This design comes from an exercise in tuning for a short achievable clock period and few clock cycles per item on the open sky130 flow, not from production work. The RTL was checked by simulation tests, not by an equivalence proof against the original design. No activity file was given, so power comes from the tool's default toggle rates.

==> inputs of build 5 <==
// cpu_top
module cpu_top #(
    parameter cpu_pkg::addr_t RESET_PC = 8'h00
) (
    input  logic              clk,
    input  logic              reset,
    input  logic              start,
    input  cpu_pkg::instr_t   instruction,
    input  cpu_pkg::word_t    d_rdata,
    output cpu_pkg::addr_t    i_addr,
    output cpu_pkg::addr_t    d_addr,
    output cpu_pkg::word_t    d_wdata,
    output logic              d_we,
    output cpu_pkg::word_t    result,
    output logic              running
);
make LEC_CHECK=0 ABC_CLOCK_PERIOD_IN_PS=2000 CAP_MARGIN=20 CORE_MARGIN=2 CORE_UTILIZATION=30 SETUP_SLACK_MARGIN=3.5 SLEW_MARGIN=20 TNS_END_PERCENT=100 finish   # period 6.0 ns
run.sh (not shown) runs the stock make flow with config.mk's settings and CLKGATE_MAP_FILE= SYNTH_SCRIPT=/design/flow/synth_recipe.tcl, a recipe that flattens the netlist after the stock synthesis.
==> build 77 (differences from build 5) <==
--- a/flow/design.v
+++ b/flow/design.v
@@ -69,13 +69,10 @@
     logic          x_sub  [0:1];
     logic          x_ld   [0:1];     
     logic [3:0]    x_rd   [0:1];
     logic [15:0]   x_a    [0:1];     
     logic [15:0]   x_b    [0:1];
-    logic          x_bx   [0:1];     
-    logic          x_bo   [0:1];     
-    logic          x_ba   [0:1];     
     logic          w_we   [0:1];
     logic [3:0]    w_rd   [0:1];
     logic [15:0]   w_val  [0:1];
     logic [7:0]    addr_q;
     logic          we_q;
@@ -93,15 +90,15 @@
         c[4] = g[3] | (p[3] & g[2]) | (p[3] & p[2] & g[1]) | (p[3] & p[2] & p[1] & g[0]);
         hi1 = {x[7] ^ (x[6] & x[5] & x[4]), x[6] ^ (x[5] & x[4]), x[5] ^ x[4], ~x[4]};
         add8_4 = {c[4] ? hi1 : x[7:4], p ^ c[3:0]};
     endfunction
     function automatic logic [15:0] carries(input logic [15:0] a, input logic [15:0] b,
-                                            input logic cin, input logic bo, input logic ba);
+                                            input logic cin);
         logic [15:0] g, p, gn, pn;
         g = a & b;
         p = a ^ b;
-        g[0] = (a[0] & bo) | ba;
+        g[0] = g[0] | (p[0] & cin);
         for (int l = 0; l < 4; l++) begin
             gn = g;
             pn = p;
             for (int i = 0; i < 16; i++) begin
                 if (i >= (1 << l)) begin
@@ -124,14 +121,14 @@
     logic [15:0] rx [0:1][0:1];      
     logic        zf [0:1];
     always_comb begin
         for (int s = 0; s < 2; s++) begin
             kp[s] = x_a[s] ^ x_b[s];
-            kc[s] = carries(x_a[s], x_b[s], x_sub[s], x_bo[s], x_ba[s]);
+            kc[s] = carries(x_a[s], x_b[s], x_sub[s]);
             r[s]  = kp[s] ^ kc[s];
             for (int c = 0; c < 2; c++) rx[s][c] = (kp[s] ^ {16{d_sub[c]}}) ^ kc[s];
-            zf[s] = (kp[s][15:1] == (x_a[s][14:0] | x_b[s][14:0])) && (x_a[s][0] == x_bx[s]);
+            zf[s] = (kp[s] == {x_a[s][14:0] | x_b[s][14:0], x_sub[s]});
         end
     end
     logic zeff;
     assign zeff = x_setz[1] ? zf[1] : (x_setz[0] ? zf[0] : z_q);
     function automatic logic [15:0] rd_rf(input logic [15:0] h);
@@ -231,22 +228,25 @@
                  !(fbz[1] && falu[0]) && !tk0;
     assign msel1 = fmem[1] && !fmem[0];
     logic [7:0] t0n, t1n;
     assign t0n = fw[0][7:0] + 8'd1;
     assign t1n = fw[1][7:0] + 8'd1;
-    logic [15:0] lw_s1, lw_s2, lw_t0;
-    logic        lv_s1, lv_s2, lv_t0;
+    logic [15:0] lw_s1, lw_s2, lw_t0, lw_t1;
+    logic        lv_s1, lv_s2, lv_t0, lv_t1;
     assign lw_s1 = ic_data[pc1_q[4:0]];
     assign lv_s1 = ic_v[pc1_q[4:0]] && (ic_tag[pc1_q[4:0]] == pc1_q[7:5]);
     assign lw_s2 = ic_data[pc2_q[4:0]];
     assign lv_s2 = ic_v[pc2_q[4:0]] && (ic_tag[pc2_q[4:0]] == pc2_q[7:5]);
     logic [7:0] pcm1;
-    logic       b_t0;
+    logic       b_t0, b_t1;
     assign pcm1  = pc_q - 8'd1;
     assign b_t0  = (fw[0][7:0] == pcm1);
+    assign b_t1  = (fw[1][7:0] == pcm1);
     assign lw_t0 = b_t0 ? fw[0] : ic_data[fw[0][4:0]];
     assign lv_t0 = b_t0 || (ic_v[fw[0][4:0]] && (ic_tag[fw[0][4:0]] == fw[0][7:5]));
+    assign lw_t1 = b_t1 ? fw[0] : ic_data[fw[1][4:0]];
+    assign lv_t1 = b_t1 || (ic_v[fw[1][4:0]] && (ic_tag[fw[1][4:0]] == fw[1][7:5]));
     logic nx_we [0:1];
     logic nx_ld [0:1];
     logic nw_we [0:1];
     always_comb begin
         nx_we[0] = i0 && d_alu[0] && (d_rd[0] != 4'h0);
@@ -322,11 +322,12 @@
             end else if (p1 && tk1) begin
                 pc_q  <= fw[1][7:0];
                 pc1_q <= t1n;
                 pc2_q <= fw[1][7:0] + 8'd2;
                 pc3_q <= fw[1][7:0] + 8'd3;
-                w1v_q <= 1'b0;
+                w1_q  <= lw_t1;
+                w1v_q <= lv_t1;
             end else if (p1) begin
                 pc_q  <= pc2_q;
                 pc1_q <= pc3_q;
                 pc2_q <= pc3_q + 8'd1;
                 pc3_q <= pc3_q + 8'd2;
@@ -442,13 +443,10 @@
                 x_sub[s]  <= 1'b0;
                 x_ld[s]   <= 1'b0;
                 x_rd[s]   <= 4'h0;
                 x_a[s]    <= 16'h0000;
                 x_b[s]    <= 16'h0000;
-                x_bx[s]   <= 1'b0;
-                x_bo[s]   <= 1'b0;
-                x_ba[s]   <= 1'b0;
             end
             addr_q  <= 8'h00;
             we_q    <= 1'b0;
             wdata_q <= 16'h0000;
         end else begin
@@ -461,13 +459,10 @@
             for (int s = 0; s < 2; s++) begin
                 x_sub[s] <= d_sub[s];
                 x_rd[s]  <= d_rd[s];
                 x_a[s]   <= n_a[s];
                 x_b[s]   <= n_b[s];
-                x_bx[s]  <= n_b[s][0] ^ d_sub[s];
-                x_bo[s]  <= n_b[s][0] | d_sub[s];
-                x_ba[s]  <= n_b[s][0] & d_sub[s];
             end
             addr_q  <= n_addr;
             we_q    <= (i0 && d_st[0]) || (i1 && d_st[1]);
             wdata_q <= n_sd;
         end
==> comparison <==
- In build 5 the die area is lower than in build 77, by 4.4%.
- In build 77 the combinational power is smaller than in build 5, by 13%.
- In build 77 the clock skew is higher than in build 5, by 2.5 ps.
- In build 77 the non-clock buffer count is lower than in build 5, by 3.
- Against build 5, the design area of build 77 is larger by about 3.2%.
- In clock power, build 77 and build 5 hardly differ.
- In build 5 the cell count is lower than in build 77, by about 3%.
- Global-route usage: build 5 is lower than build 77 (0.55 points).
==> figures <==
|  | build 5 | build 77 |
|---|---|---|
| Number of nets in the finished design | 8125 | 8385 |
| Cells after Synth | 7458 | 7779 |
| CP most frequent cell | sky130_fd_sc_hd__or3_4 | sky130_fd_sc_hd__buf_4 |
| Worst Tran Pin Value | 1270 ps | 1290 ps |
| Share of flip-flops with an asynchronous set or reset after synthesis | 54.5% | 54.3% |
| Comb. pwr | 0.0356 W | 0.0311 W |
| Sequential share of power | 27.2% | 28.5% |
| Top fanout value on the critical path | 8 | 10 |
| Number of distinct library cell variants in the gate-level netlist after synthesis | 89 | 85 |
| Maximum vdd drop | 295 uV | 429 uV |
| Count of plain and timing-repair buffers in the layout | 1044 | 1041 |
| Status | timing/DRC/antenna clean | timing/DRC/antenna clean |
| Final area over synthesized area | 1.313x | 1.295x |
| Cells after DPL | 10800 | 11100 |
| Post-layout power | 0.0629 W | 0.0579 W |
| Routability congestion estimate from global placement | 1.02 | 1.03 |
| Register cell area after layout | 36700 um^2 | 36600 um^2 |
Testbench counts of build 5, summed over its fixed seeds: cycles 18,292, instrs 23,116.
Testbench counts of build 77, summed over its fixed seeds: cycles 18,284, instrs 23,116.

-- afterwards: timing with drivers on the ports --
The flow's constraints put no driver on any port. The routed layouts listed below were extracted and timed again, unchanged, in two steps. Step 1 assumes that a clkbuf_16 drives the clock port and a buf_2 every other input. Step 2 moves the port delays by t, midway between the first and last clock arrival at a register: inputs arrive t later, outputs are due t later. That takes back most of the time a late clock gives input paths. a / b / c = no drivers / after step 1 / after step 2; a / b = the first two.
run | shift t [ns] | setup WS [ns] | latest minus earliest clock arrival (ns) | slew at the worst register clock pin (ns) | worst slew at a driven data input, ns
build 5 | 0.932 | 2.643 / 2.643 / 1.868 | 0.115 / 0.116 | 0.07 / 0.07 | 0.35
build 77 | 0.979 | 2.643 / 2.643 / 1.864 | 0.104 / 0.104 | 0.07 / 0.07 | 0.22
After both steps every run listed still meets setup and hold. The setup slack of build 77, which loses most, moves by 0.000 ns with the drivers and by -0.779 ns with both steps.
